Background: an optimization exercise with open tools, aiming at small area, a short achievable clock period and few clock cycles. Do not read the settings as production practice.
In this exercise RTL edits were held to simulation tests only and were not proved equivalent to the original.

==> design.v <==
`default_nettype none
package cpu_pkg;
	typedef logic signed [15:0] word_t;
	typedef logic [15:0] addr_t;
	typedef logic [3:0] reg_idx_t;
	typedef enum logic [2:0] {
		OP_ADD_SUB  = 3'd0,
		OP_SLT_MULT = 3'd1,
		OP_LOAD     = 3'd2,
		OP_STORE    = 3'd3,
		OP_BEQ      = 3'd4,
		OP_JUMP     = 3'd5
	} opcode_e;
	typedef struct packed {
		opcode_e     opcode;
		reg_idx_t    rs;
		reg_idx_t    rt;
		reg_idx_t    rd;
		logic        func;
	} r_form_t;
	typedef struct packed {
		opcode_e            opcode;
		reg_idx_t           rs;
		reg_idx_t           rt;
		logic signed [4:0]  imm;
	} i_form_t;
	typedef struct packed {
		opcode_e     opcode;
		logic [12:0] target;
	} j_form_t;
	typedef union packed {
		r_form_t r;
		i_form_t i;
		j_form_t j;
	} inst_t;
	localparam addr_t PC_RESET    = 16'h1000;
	localparam addr_t DATA_OFFSET = 16'h1000;
	localparam int    ICACHE_WORDS   = 128;
	localparam addr_t WIN_BACK       = 16'd124;
	localparam addr_t WIN_FWD        = 16'd130;
	localparam addr_t WIN_LOW_LIMIT  = 16'h107c;
	localparam addr_t WIN_LOW_BASE   = 16'h1000;
	localparam addr_t WIN_HIGH_LIMIT = 16'h1f7c;
	localparam addr_t WIN_HIGH_BASE  = 16'h1f00;
	function automatic addr_t window_base(input addr_t pc);
		if (pc < WIN_LOW_LIMIT)
			window_base = WIN_LOW_BASE;
		else if (pc > WIN_HIGH_LIMIT)
			window_base = WIN_HIGH_BASE;
		else
			window_base = pc - WIN_BACK;
	endfunction
endpackage
`default_nettype wire
`timescale 1ns/1ps
`default_nettype none
module core_ctrl (
	input  logic        clk,
	input  logic        rst_n,
	output logic        io_stall,
	output cpu_pkg::addr_t       fetch_addr,
	input  cpu_pkg::word_t       fetch_word,
	input  logic        miss,
	output logic        refill,
	input  logic        refill_done,
	output logic        rd_en,
	output cpu_pkg::reg_idx_t    rs_idx,
	output cpu_pkg::reg_idx_t    rt_idx,
	input  cpu_pkg::word_t       rs_data,
	input  cpu_pkg::word_t       rt_data,
	output logic        wr_en,
	output cpu_pkg::reg_idx_t    wr_idx,
	output cpu_pkg::word_t       wr_data,
	output logic        load_req,
	output cpu_pkg::addr_t       load_addr,
	input  cpu_pkg::word_t       load_data,
	input  logic        load_last,
	output logic        store_req,
	output cpu_pkg::addr_t       store_addr,
	output cpu_pkg::word_t       store_data,
	input  logic        store_done
);
	typedef enum logic [2:0] {
		S_REFILL,
		S_FETCH,
		S_DECODE,
		S_REG_READ,
		S_EXECUTE,
		S_MEMORY,
		S_WRITE_BACK,
		S_DONE
	} state_e;
	state_e state;
	state_e state_nxt;
	cpu_pkg::addr_t  pc;
	cpu_pkg::inst_t  inst;
	cpu_pkg::word_t  result;
	cpu_pkg::word_t  alu_out;
	cpu_pkg::word_t  imm_ext;
	cpu_pkg::addr_t  mem_addr;
	cpu_pkg::addr_t  branch_target;
	cpu_pkg::addr_t  jump_target;
	always_comb begin
		state_nxt = state;
		case (state)
			S_FETCH:      state_nxt = miss ? S_REFILL : S_DECODE;
			S_REFILL:     if (refill_done) state_nxt = S_FETCH;
			S_DECODE:     state_nxt = S_REG_READ;
			S_REG_READ:   state_nxt = S_EXECUTE;
			S_EXECUTE: begin
				case (inst.r.opcode)
					cpu_pkg::OP_ADD_SUB, cpu_pkg::OP_SLT_MULT: state_nxt = S_WRITE_BACK;
					cpu_pkg::OP_LOAD, cpu_pkg::OP_STORE:       state_nxt = S_MEMORY;
					default:                 state_nxt = S_DONE;
				endcase
			end
			S_MEMORY: begin
				if (load_last)
					state_nxt = S_WRITE_BACK;
				else if (store_done)
					state_nxt = S_DONE;
			end
			S_WRITE_BACK: state_nxt = S_DONE;
			default:      state_nxt = S_FETCH;
		endcase
	end
	always_ff @(posedge clk or negedge rst_n) begin
		if (!rst_n) begin
			state    <= S_FETCH;
			pc       <= cpu_pkg::PC_RESET;
			io_stall <= 1'b1;
		end else begin
			state    <= state_nxt;
			io_stall <= (state_nxt != S_DONE);
			if (state == S_DECODE) begin
				pc <= pc + 16'd2;
			end else if (state == S_EXECUTE) begin
				if (inst.r.opcode == cpu_pkg::OP_BEQ && rs_data == rt_data)
					pc <= branch_target;
				else if (inst.r.opcode == cpu_pkg::OP_JUMP)
					pc <= jump_target;
			end
		end
	end
	always_ff @(posedge clk) begin
		if (state == S_DECODE)
			inst <= fetch_word;
		if (state == S_EXECUTE)
			result <= alu_out;
		else if (state == S_MEMORY && load_last)
			result <= load_data;
	end
	assign imm_ext = {{11{inst.i.imm[4]}}, inst.i.imm};
	assign branch_target = pc + cpu_pkg::addr_t'(imm_ext <<< 1);
	assign jump_target = {3'b000, inst.j.target};
	assign mem_addr = cpu_pkg::addr_t'((rs_data + imm_ext) <<< 1) + cpu_pkg::DATA_OFFSET;
	always_comb begin
		case (inst.r.opcode)
			cpu_pkg::OP_ADD_SUB:
				alu_out = inst.r.func ? rs_data - rt_data : rs_data + rt_data;
			cpu_pkg::OP_SLT_MULT: begin
				if (inst.r.func)
					alu_out = cpu_pkg::word_t'(rs_data * rt_data);
				else
					alu_out = (rs_data < rt_data) ? cpu_pkg::word_t'(1) : cpu_pkg::word_t'(0);
			end
			default:
				alu_out = '0;
		endcase
	end
	assign fetch_addr = pc;
	assign refill = (state == S_FETCH) && miss;
	assign rd_en = (state == S_REG_READ);
	assign rs_idx = inst.r.rs;
	assign rt_idx = inst.r.rt;
	assign wr_en = (state == S_WRITE_BACK);
	assign wr_idx = (inst.r.opcode == cpu_pkg::OP_LOAD) ? inst.r.rt : inst.r.rd;
	assign wr_data = result;
	assign load_req = (state == S_EXECUTE) && (inst.r.opcode == cpu_pkg::OP_LOAD);
	assign load_addr = mem_addr;
	assign store_req = (state == S_EXECUTE) && (inst.r.opcode == cpu_pkg::OP_STORE);
	assign store_addr = mem_addr;
	assign store_data = rt_data;
endmodule
`default_nettype wire
`timescale 1ns/1ps
`default_nettype none
module reg_file (
	input  logic     clk,
	input  logic     rst_n,
	input  logic     rd_en,
	input  cpu_pkg::reg_idx_t rs_idx,
	input  cpu_pkg::reg_idx_t rt_idx,
	output cpu_pkg::word_t    rs_data,
	output cpu_pkg::word_t    rt_data,
	input  logic     wr_en,
	input  cpu_pkg::reg_idx_t wr_idx,
	input  cpu_pkg::word_t    wr_data
);
	cpu_pkg::word_t regs [16];
	always_ff @(posedge clk or negedge rst_n) begin
		if (!rst_n) begin
			for (int i = 0; i < 16; i++)
				regs[i] <= '0;
		end else if (wr_en) begin
			regs[wr_idx] <= wr_data;
		end
	end
	always_ff @(posedge clk) begin
		if (rd_en) begin
			rs_data <= regs[rs_idx];
			rt_data <= regs[rt_idx];
		end
	end
endmodule
`default_nettype wire
`timescale 1ns/1ps
`default_nettype none
module inst_cache (
	input  logic        clk,
	input  logic        rst_n,
	input  cpu_pkg::addr_t       fetch_addr,
	output cpu_pkg::word_t       fetch_word,
	output logic        miss,
	input  logic        refill,
	output logic        refill_done,
	output logic        fill_req,
	output cpu_pkg::addr_t       fill_addr,
	input  cpu_pkg::word_t       fill_data,
	input  logic        fill_valid,
	input  logic        fill_last
);
	cpu_pkg::word_t mem [cpu_pkg::ICACHE_WORDS];
	cpu_pkg::addr_t win_lo;
	cpu_pkg::addr_t win_hi;
	logic  win_ok;
	cpu_pkg::addr_t offset;
	logic [$clog2(cpu_pkg::ICACHE_WORDS)-1:0] fill_idx;
	assign fill_req = refill;
	assign fill_addr = cpu_pkg::window_base(fetch_addr);
	assign refill_done = fill_last;
	assign miss = !win_ok || (fetch_addr < win_lo) || (fetch_addr > win_hi);
	assign offset = fetch_addr - win_lo;
	always_ff @(posedge clk or negedge rst_n) begin
		if (!rst_n) begin
			win_ok   <= 1'b0;
			fill_idx <= '0;
		end else if (refill) begin
			win_ok   <= 1'b0;
			fill_idx <= '0;
		end else if (fill_valid) begin
			fill_idx <= fill_idx + 1'b1;
			if (fill_last)
				win_ok <= 1'b1;
		end
	end
	always_ff @(posedge clk) begin
		if (refill) begin
			win_lo <= cpu_pkg::window_base(fetch_addr);
			win_hi <= cpu_pkg::window_base(fetch_addr) + cpu_pkg::WIN_BACK + cpu_pkg::WIN_FWD;
		end
		if (fill_valid)
			mem[fill_idx] <= fill_data;
		fetch_word <= mem[offset[$clog2(cpu_pkg::ICACHE_WORDS):1]];
	end
endmodule
`default_nettype wire
`timescale 1ns/1ps
`default_nettype none
module dram_read_port #(
	parameter int BURST_LEN = 1
) (
	input  logic   clk,
	input  logic   rst_n,
	input  logic   req,
	input  cpu_pkg::addr_t  req_addr,
	output cpu_pkg::word_t  req_data,
	output logic   req_valid,
	output logic   req_last,
	output logic   ar_valid,
	input  logic   ar_ready,
	output cpu_pkg::addr_t  ar_addr,
	input  logic   r_valid,
	input  cpu_pkg::word_t  r_data,
	input  logic   r_last,
	output logic   r_ready
);
	typedef logic [$clog2(BURST_LEN + 1)-1:0] cnt_t;
	cnt_t beat_cnt;
	logic beat;
	logic final_beat;
	assign beat = r_valid && r_ready;
	assign final_beat = r_last || (beat_cnt == cnt_t'(BURST_LEN - 1));
	assign req_data = r_data;
	assign req_valid = beat;
	assign req_last = beat && final_beat;
	always_ff @(posedge clk or negedge rst_n) begin
		if (!rst_n) begin
			ar_valid <= 1'b0;
			r_ready  <= 1'b0;
			beat_cnt <= '0;
		end else begin
			if (req) begin
				ar_valid <= 1'b1;
				beat_cnt <= '0;
			end else if (ar_valid && ar_ready) begin
				ar_valid <= 1'b0;
				r_ready  <= 1'b1;
			end
			if (req_last) begin
				r_ready  <= 1'b0;
				beat_cnt <= '0;
			end else if (beat) begin
				beat_cnt <= beat_cnt + 1'b1;
			end
		end
	end
	always_ff @(posedge clk) begin
		if (req)
			ar_addr <= req_addr;
	end
endmodule
`default_nettype wire
`timescale 1ns/1ps
`default_nettype none
module dram_write_port (
	input  logic   clk,
	input  logic   rst_n,
	input  logic   req,
	input  cpu_pkg::addr_t  req_addr,
	input  cpu_pkg::word_t  req_data,
	output logic   req_done,
	output logic   aw_valid,
	input  logic   aw_ready,
	output cpu_pkg::addr_t  aw_addr,
	output cpu_pkg::word_t  aw_data,
	input  logic   b_valid,
	output logic   b_ready
);
	assign req_done = b_valid && b_ready;
	always_ff @(posedge clk or negedge rst_n) begin
		if (!rst_n) begin
			aw_valid <= 1'b0;
			b_ready  <= 1'b0;
		end else begin
			if (req) begin
				aw_valid <= 1'b1;
			end else if (aw_valid && aw_ready) begin
				aw_valid <= 1'b0;
				b_ready  <= 1'b1;
			end
			if (req_done)
				b_ready <= 1'b0;
		end
	end
	always_ff @(posedge clk) begin
		if (req) begin
			aw_addr <= req_addr;
			aw_data <= req_data;
		end
	end
endmodule
`default_nettype wire
`timescale 1ns/1ps
`default_nettype none
module cpu_top (
	input  logic  clk,
	input  logic  rst_n,
	output logic  io_stall,
	output logic  inst_ar_valid,
	input  logic  inst_ar_ready,
	output cpu_pkg::addr_t inst_ar_addr,
	input  logic  inst_r_valid,
	input  cpu_pkg::word_t inst_r_data,
	input  logic  inst_r_last,
	output logic  inst_r_ready,
	output logic  data_ar_valid,
	input  logic  data_ar_ready,
	output cpu_pkg::addr_t data_ar_addr,
	input  logic  data_r_valid,
	input  cpu_pkg::word_t data_r_data,
	input  logic  data_r_last,
	output logic  data_r_ready,
	output logic  data_aw_valid,
	input  logic  data_aw_ready,
	output cpu_pkg::addr_t data_aw_addr,
	output cpu_pkg::word_t data_aw_data,
	input  logic  data_b_valid,
	output logic  data_b_ready
);
	cpu_pkg::addr_t    fetch_addr;
	cpu_pkg::word_t    fetch_word;
	logic     miss;
	logic     refill;
	logic     refill_done;
	logic     rd_en;
	cpu_pkg::reg_idx_t rs_idx;
	cpu_pkg::reg_idx_t rt_idx;
	cpu_pkg::word_t    rs_data;
	cpu_pkg::word_t    rt_data;
	logic     wr_en;
	cpu_pkg::reg_idx_t wr_idx;
	cpu_pkg::word_t    wr_data;
	logic     fill_req;
	cpu_pkg::addr_t    fill_addr;
	cpu_pkg::word_t    fill_data;
	logic     fill_valid;
	logic     fill_last;
	logic     load_req;
	cpu_pkg::addr_t    load_addr;
	cpu_pkg::word_t    load_data;
	logic     load_valid;
	logic     load_last;
	logic     store_req;
	cpu_pkg::addr_t    store_addr;
	cpu_pkg::word_t    store_data;
	logic     store_done;
	core_ctrl u_core (
		.clk         (clk),
		.rst_n       (rst_n),
		.io_stall    (io_stall),
		.fetch_addr  (fetch_addr),
		.fetch_word  (fetch_word),
		.miss        (miss),
		.refill      (refill),
		.refill_done (refill_done),
		.rd_en       (rd_en),
		.rs_idx      (rs_idx),
		.rt_idx      (rt_idx),
		.rs_data     (rs_data),
		.rt_data     (rt_data),
		.wr_en       (wr_en),
		.wr_idx      (wr_idx),
		.wr_data     (wr_data),
		.load_req    (load_req),
		.load_addr   (load_addr),
		.load_data   (load_data),
		.load_last   (load_last),
		.store_req   (store_req),
		.store_addr  (store_addr),
		.store_data  (store_data),
		.store_done  (store_done)
	);
	reg_file u_regs (
		.clk     (clk),
		.rst_n   (rst_n),
		.rd_en   (rd_en),
		.rs_idx  (rs_idx),
		.rt_idx  (rt_idx),
		.rs_data (rs_data),
		.rt_data (rt_data),
		.wr_en   (wr_en),
		.wr_idx  (wr_idx),
		.wr_data (wr_data)
	);
	inst_cache u_icache (
		.clk         (clk),
		.rst_n       (rst_n),
		.fetch_addr  (fetch_addr),
		.fetch_word  (fetch_word),
		.miss        (miss),
		.refill      (refill),
		.refill_done (refill_done),
		.fill_req    (fill_req),
		.fill_addr   (fill_addr),
		.fill_data   (fill_data),
		.fill_valid  (fill_valid),
		.fill_last   (fill_last)
	);
	dram_read_port #(.BURST_LEN(cpu_pkg::ICACHE_WORDS)) u_inst_port (
		.clk      (clk),
		.rst_n    (rst_n),
		.req       (fill_req),
		.req_addr  (fill_addr),
		.req_data  (fill_data),
		.req_valid (fill_valid),
		.req_last  (fill_last),
		.ar_valid (inst_ar_valid),
		.ar_ready (inst_ar_ready),
		.ar_addr  (inst_ar_addr),
		.r_valid  (inst_r_valid),
		.r_data   (inst_r_data),
		.r_last   (inst_r_last),
		.r_ready  (inst_r_ready)
	);
	dram_read_port #(.BURST_LEN(1)) u_data_rd_port (
		.clk      (clk),
		.rst_n    (rst_n),
		.req       (load_req),
		.req_addr  (load_addr),
		.req_data  (load_data),
		.req_valid (load_valid),
		.req_last  (load_last),
		.ar_valid (data_ar_valid),
		.ar_ready (data_ar_ready),
		.ar_addr  (data_ar_addr),
		.r_valid  (data_r_valid),
		.r_data   (data_r_data),
		.r_last   (data_r_last),
		.r_ready  (data_r_ready)
	);
	dram_write_port u_data_wr_port (
		.clk      (clk),
		.rst_n    (rst_n),
		.req      (store_req),
		.req_addr (store_addr),
		.req_data (store_data),
		.req_done (store_done),
		.aw_valid (data_aw_valid),
		.aw_ready (data_aw_ready),
		.aw_addr  (data_aw_addr),
		.aw_data  (data_aw_data),
		.b_valid  (data_b_valid),
		.b_ready  (data_b_ready)
	);
endmodule
`default_nettype wire
==> run.sh <==
#!/bin/bash
# synth_recipe.tcl (not shown) runs the flow's synth.tcl, then flattens the netlist and writes it again
# the make line also repeats each setting of config.mk as NAME=value (left out here)
make -C /OpenROAD-flow-scripts/flow DESIGN_CONFIG=/design/flow/config.mk WORK_HOME=/design/flow/orfs CLKGATE_MAP_FILE= SYNTH_SCRIPT=/design/flow/synth_recipe.tcl finish
==> config.mk <==
export PLATFORM = sky130hd
export DESIGN_NAME = cpu_top
export DESIGN_NICKNAME = cpu_top
export VERILOG_FILES = /design/flow/design.v
export SDC_FILE = /design/flow/constraint.sdc
export NUM_CORES = 4
export LEC_CHECK = 0
export CAP_MARGIN = 20
export CORE_MARGIN = 2
export CORE_UTILIZATION = 40
export SLEW_MARGIN = 20
==> constraint.sdc <==
create_clock -name core_clock -period 8.0 [get_ports {clk}]
set_input_delay 1.6000 -clock core_clock [delete_from_list [all_inputs] [get_ports {clk}]]
set_output_delay 1.6000 -clock core_clock [all_outputs]
set_load 0.01 [all_outputs]
==> summary.md <==
| Metric | Value |
|---|---|
| RSZ-0062 raised after global routing | no |
| Worst-path fanout max | 14 |
| Asr flop ratio synth | 0.119 |
| Clock root cell | clkbuf_16 |
| Antenna violations before repair | 9 |
| Number of DRC markers in iteration 0 | 9466 |
| Die Footprint | 277000 um^2 |
| Slew Limit Fails | 0 |
| Outcome | complete, no violations |
| DRC Markers | 0 |
| Post-route ant nets | 0 |
| Post-CTS Setup Inserts | 0 |
| First-pass GRT wire length | 480 mm |
| Gr ovfl total | 0 |
| Worst slack, placed | 1710 ps |
| Drt first pass iters | 8 |
| Rows | 191 |
| Clock Path Buffers | 4 |
| Final Critical Period | 6250 ps |
| Post-synth cell types | 79 |
| Die height | 527 um |
| # hold bufs at CTS | 0 |
| TritonCTS clock tree | yes |
| Synthesis-to-layout area growth | 13.3% |
| Layout Utilization | 0.456 |
| Worst-skew pair later-pin latency | 870 ps |
| Share of cells above drive strength 1 | 0.114 |
| Clock Skews | 70.6 ps |
| Vias in the first global route | 68.9k |
| Boundary Pins | 113 |
| Most used DFF post-synth | edfxtp_1 |
| Inserted Clock Buffers | 272 |
| Post-CTS Resized | 0 |
| Syn Area/Cell | 12.7 um^2 |
| Post-synth EDFFs | 2189 |
| Layout Cells excl Fill | 12.5k |
| Worst Setup End Kind | register |
| Vias | 72.5k |
| Port Buffers | 110 |
| Clk slew on worst S/H paths | 60 ps |
| Setup TNS | 0 ps |
| DP Wirelength | 199 mm |
| Crit path DAT | 6850 ps |
| GPL Wtd Cong | 0.892 |
| Die width | 527 um |
| Number of placed instances with taps included | 12.0k |
| Synthesized flop and latch total | 2504 |
| Endpoints failing setup | 0 |
| Critical Path Source Type | register |
| Crit path kind | reg -> reg |
| Max-Cap Viols | 0 |
| Required time of the critical path | 8600 ps |
| H-tree Lvls | 5 |
| Pin count of the biggest net entering global routing | 154 |
| Final worst hold slack | 424 ps |
| Core area | 271000 um^2 |
| Placed cell area | 115000 um^2 |
| Total global-route track usage | 0.232 |
| Final period utilization | 0.781 |
| F_max | 0.160 GHz |
| Slew HR | 0.124 |
| Clk sink count | 2504 |
| Setup ws final | 1750 ps |
| Yosys warnings | 7 |
| Routed len/inst | 26.5 um |
| Fin area | 124000 um^2 |
| Final hold vios | 0 |
| Post-synthesis sequential area ratio | 0.673 |
| Post-DR vias/cell | 5.79 |
| Slew @ Worst Pin | 1300 ps |
| Synthesized area | 109000 um^2 |
| Initial Util | 0.403 |
| WL final | 331 mm |
| Nets | 9023 |
| Tightest Hold Check Type | reg -> reg |
| Cells after Synth | 8577 |
[synth_stat cells, drive strengths merged, types with 16 or more instances]
cell type  number  area, um^2
inv           220         826
dfxtp          16         320
nand2b         43         269
edfxtp       2189       65700
clkbuf        313        1180
o22ai          63         394
mux2i         411        4110
a22oi         204        1530
a21oi         487        2460
buf           194        1040
and2           49         307
a31oi          20         125
nand3         832        4160
nand4          54         338
xor2           37         324
nand2        1708        6410
xnor2          74         667
a22o           27         236
o21ai          74         370
nor4          121         757
and3           17         106
nor3           56         280
ha            159        1990
dfrtp         296        7410
a21o           26         195
or3            17         111
a221oi         34         298
o22a           32         280
nor2b          25         156
nor2          294        1110
fa             83        1660
mux2          256        2880
[critical path: stages, from the launching register on]
cell	delay, ps
edfxtp_1	770
ha_1	340
xnor2_1	130
ha_1	210
a31oi_1	230
fa_1	490
fa_1	500
fa_1	550
inv_1	60
fa_1	480
inv_1	50
fa_1	470
inv_1	40
ha_1	360
nand3_1	80
or4_1	440
nand3_1	90
o311ai_0	160
xnor2_1	170
a221oi_1	330
nor2_1	70
[cells in the final DEF, fill, tap and decap left out, types with 27 or more instances in the layout]
master and instances:
o22ai_1 63, fa_1 83, dfrtp_1 296, nor4_1 111, clkbuf_16 282, buf_4 267, inv_1 218, nand4_1 54
a221oi_1 34, nor2_1 262, nand3_1 828, and2_1 49, a22oi_1 204, nor3_1 42, mux2_2 256, mux2i_1 411
xor2_1 35, clkinv_2 35, o22a_1 32, edfxtp_1 2189, clkinv_1 52, nand2_1 1703, a21oi_1 482, xnor2_1 71
o21ai_0 68, a22o_1 27, ha_1 159, clkbuf_1 63, nand2b_1 42, clkdlybuf4s50_1 93
[final cells by class]
type / instances / area, um^2
Fill cell: 23800 / 147000
Inverter: 222 / 833
Clock inverter: 114 / 851
Sequential cell: 2504 / 73500
Multi-Input combinational cell: 5350 / 33100
Tap cell: 3570 / 4470
Clock buffer: 358 / 7460
Antenna cell: 6 / 15.0
Timing Repair Buffer: 389 / 3500
[cell families (layout without fill, tap and decap cells)]
family	after synthesis	count (layout)	synth area share
buffers and inverters	729	1083	0.0279
muxes	668	668	0.0642
and+or+nand+nor	3242	3242	0.130
DFF	2504	2504	0.673
adders and majority gates	242	242	0.0334
other	2	14	0.0000687
AOI/OAI and AO/OA	1079	1079	0.0625
xor gates and xnor gates	111	111	0.00907
[path summary, 6_finish.rpt]
kind / start / to / slack [ps] / depth (start not counted)
max: u_regs.rs_data[5] / u_core.result[14] / 1750 / 20
max reg2reg: u_regs.rs_data[5] / u_core.result[14] / 1750 / 20
max in group asynchronous: rst_n / u_regs.regs[12][7] / 5810 / 2
min in group asynchronous: rst_n / u_regs.regs[0][15] / 840 / 1
min: u_icache.fetch_word[14] / u_core.inst[14] / 420 / 0
min reg2reg: u_icache.fetch_word[14] / u_core.inst[14] / 420 / 0
[state kept, by name, summed over array words and instances, names as in the netlist, 3 cells and up]
name and cells:
u_icache.mem 2048, u_icache.win_hi 16, u_data_wr_port.aw_data 16, u_data_rd_port.ar_addr 15, u_core.state 3, u_icache.fetch_word 16, u_inst_port.beat_cnt 8, u_regs.rt_data 16
u_data_wr_port.aw_addr 15, u_core.result 16, u_icache.fill_idx 7, u_regs.rs_data 16, u_core.inst 16, u_core.pc 16, u_regs.regs 256, u_inst_port.ar_addr 15
[routing by layer]
metal | share of wire | track usage | wire length (um)
met5 | 0 | 0 | 0
met1 | 0.43 | 0.333 | 141000
met3 | 0.093 | 0.0460 | 30700
met4 | 0.034 | 0.0775 | 11300
met2 | 0.45 | 0.353 | 148000
Testbench counts, summed over its fixed seeds: cycles 340,441.

[static timing again, ports no longer ideal]
The results above use ideal ports. As a check the final layout listed here was re-extracted and re-timed, cells and wires unchanged.
Step 1 (the two cells are an assumption about what drives the block):
set clk [get_ports {clk}]
set_driving_cell -lib_cell sky130_fd_sc_hd__clkbuf_16 $clk
set_driving_cell -lib_cell sky130_fd_sc_hd__buf_2 [delete_from_list [all_inputs] $clk]
Step 2, shift: input delay + t, output delay - t, t = (earliest + latest rising clock arrival at the registers) / 2. This alone moves slack from input paths to output paths.
a / b / c = ideal ports / drivers / drivers and shift; a / b = the first two.
shift t [ns]: 0.933
setup WS [ns]: 1.751 / 1.751 / 1.751
clock arrival spread, ns: 0.083 / 0.083
worst register clock-pin slew, ns: 0.07 / 0.07
cell pins on the clock port's net: 1
After both steps this run still meets setup and hold. For this run, drivers alone change the setup slack by 0.000 ns; drivers and shift together by 0.000 ns.
